Context: an optimization exercise on an open-source flow, tuned for a short achievable clock period and few clock cycles. The choices shown serve that exercise and are no tape-out recipe. Only simulation tests tie the RTL to the original design; equivalence was not proved. Power and IR drop assume default switching activity.

## cpu_top
module cpu_top
(
  input  logic                   clk,
  input  logic                   reset,
  input  logic [16-1:0] instr_word,
  output logic [10-1:0]   iaddr,
  input  logic                   wb_ack_i,
  input  logic [16-1:0] wb_dat_i,
  output logic                   wb_cyc_o,
  output logic                   wb_stb_o,
  output logic                   wb_we_o,
  output logic [16-1:0]  wb_adr_o,
  output logic [16-1:0] wb_dat_o,
  output logic                   halted
);
  cpu_isa_pkg::instr_t    ir;
  logic [10-1:0]   pc_inc;
  logic                   stall;
  logic                   f_take;
  logic                   redirect;
  logic [10-1:0]   redirect_pc;
  logic                   d_ldi;
  logic                   d_sub;
  logic                   bus_start;
  logic                   bus_load;
  logic                   bus_we;
  logic [4:0]             e_op;
  logic                   e_inv;
  logic                   e_we;
  logic [4-1:0]  e_rd;
  logic                   w_zero;
  logic [4:0]             d_op;
  logic [16-1:0] zt_d;
  logic [16-1:0] zt_q;
  logic                   zx_q;
  logic                   e_zero;
  logic                   d_eqz;
  logic [16-1:0] e_y;
  logic [16-1:0] e_y_inv;
  logic                   w_we;
  logic [4-1:0]  w_rd;
  logic [16-1:0] w_y;
  logic [16-1:0] rf_a;
  logic [16-1:0] rf_b;
  ...
For scale: about 2000 cells after synthesis, about 450 flip-flops.
Settings: LEC_CHECK=0, ABC_CLOCK_PERIOD_IN_PS=2000, CAP_MARGIN=20, CORE_MARGIN=2, CORE_UTILIZATION=40, SETUP_SLACK_MARGIN=5, SLEW_MARGIN=20, TNS_END_PERCENT=100; clock period 7.0 ns.
run.sh (not shown) runs the stock make flow with config.mk's settings and CLKGATE_MAP_FILE= SYNTH_SCRIPT=/design/flow/synth_recipe.tcl, a recipe that flattens the netlist after the stock synthesis.
The baseline went through all stages and came out clean.
Testbench counts at the start, summed over its fixed seeds: cycles 41,896.
Edit:
CORE_UTILIZATION = 55   (was 40)
PLACE_DENSITY = 0.7   (was unset)
Outcome: The new run produced a clean layout; combinational power goes up by about 3%; total power stays flat; worst hold slack gets worse by 0.014 ns.

---

cpu_top, a different RTL version from the one above (not shown whole).
Size in the first run: about 81 I/O pins, roughly 22,000 um2 of cells after synthesis.
==> flow/design.v (excerpt) <==
module cpu_top
(
  input  logic                   clk,
  input  logic                   reset,
  input  logic [16-1:0] instr_word,
  output logic [10-1:0]   iaddr,
  input  logic                   wb_ack_i,
  input  logic [16-1:0] wb_dat_i,
  output logic                   wb_cyc_o,
  output logic                   wb_stb_o,
  output logic                   wb_we_o,
  output logic [16-1:0]  wb_adr_o,
  output logic [16-1:0] wb_dat_o,
  output logic                   halted
);
Settings: LEC_CHECK=0, ABC_CLOCK_PERIOD_IN_PS=2000, CAP_MARGIN=20, CORE_MARGIN=2, CORE_UTILIZATION=40, SETUP_SLACK_MARGIN=4.2, SLEW_MARGIN=20, TNS_END_PERCENT=100; clock period 7.0 ns.
The starting point finished clean.
Testbench counts at the start, summed over its fixed seeds: cycles 41,768.
Change:
--- a/flow/config.mk
+++ b/flow/config.mk
@@ -12 +12 @@
-export SETUP_SLACK_MARGIN = 4.2
+export SETUP_SLACK_MARGIN = 5
Result: Combinational power increases by about a fifth. Global-route usage increases by 1.8 points. Count of clock-buffer cells in the layout decreases by 3. Die area stays the same. Sequential share of layout area decreases by 2.7 points. Non-clock buffer count increases by 95. Cell count increases by a few percent. Via count increases by a few percent. Design area increases by a little under a tenth.

---

the previous run:
cpu_top, a different RTL version from the one above (not shown whole).
Size in the first run: roughly 360 flip-flops, about 81 I/O pins.
Settings: LEC_CHECK=0, ABC_CLOCK_PERIOD_IN_PS=2000, CAP_MARGIN=20, CORE_MARGIN=2, CORE_UTILIZATION=40, SETUP_SLACK_MARGIN=5, SLEW_MARGIN=20, TNS_END_PERCENT=100; clock period 7.0 ns.
Testbench counts of the previous run, summed over its fixed seeds: cycles 41,768.
## Diff of input files: the current run against the previous run
# the previous run
export LEC_CHECK = 0
export ABC_CLOCK_PERIOD_IN_PS = 2000
export CAP_MARGIN = 20
export CORE_MARGIN = 2
export CORE_UTILIZATION = 40
export SETUP_SLACK_MARGIN = 5
export SLEW_MARGIN = 20
export TNS_END_PERCENT = 100
create_clock -name core_clock -period 7.0 [get_ports {clk}]
# the current run
export LEC_CHECK = 0
export CAP_MARGIN = 20
export CORE_MARGIN = 2
export CORE_UTILIZATION = 40
export SLEW_MARGIN = 20
create_clock -name core_clock -period 7.0 [get_ports {clk}]
What the current run reported for total power of the final layout has to be multiplied by 1.2 to get the figure for the previous run.
The previous run vs the current run, end point of the critical path: u_io_master.dat_q[13] vs u_fetch.pc[3]
In the metrics for the previous run and the current run, the one carrying the lower maximum number of pins on one net before global-route repair is the previous run.
On sequential share of layout area: between the previous run and the current run, it ends up higher for the current run.
Between the previous run and the current run, power density relative to cell area is higher for the previous run, the current run comes in under that.

==> separate check: timing with driven ports <==
No port has a modelled driver above. Below, the same layouts with a new extraction and two added sets of constraints.
Step 1 (the two cells are an assumption about what drives the block):
set clk [get_ports {clk}]
set_driving_cell -lib_cell sky130_fd_sc_hd__clkbuf_16 $clk
set_driving_cell -lib_cell sky130_fd_sc_hd__buf_2 [delete_from_list [all_inputs] $clk]
Step 2 moves the port delays by t, midway between the first and last clock arrival at a register: inputs arrive t later, outputs are due t later. That takes back most of the time a late clock gives input paths.
Three values: no drivers, after step 1, after step 2; two values: the first two.
run	t, ns	slack for setup (ns)	worst setup path after step 2
the first run of note 1	0.665	4.400 / 4.343 / 3.920	input to register
the second run of note 1	0.638	4.283 / 4.283 / 3.857	input to register
the first run of note 2	0.638	4.108 / 4.108 / 3.553	input to register
the second run of note 2	0.644	4.084 / 4.084 / 3.622	input to register
the previous run	0.645	3.520 / 3.520 / 3.101	input to register
the current run	0.621	2.641 / 2.641 / 2.641	register to register
After both steps setup and hold are still met in every run listed. The setup slack of the first run of note 2, which loses most, moves by 0.000 ns with the drivers and by -0.555 ns with both steps.
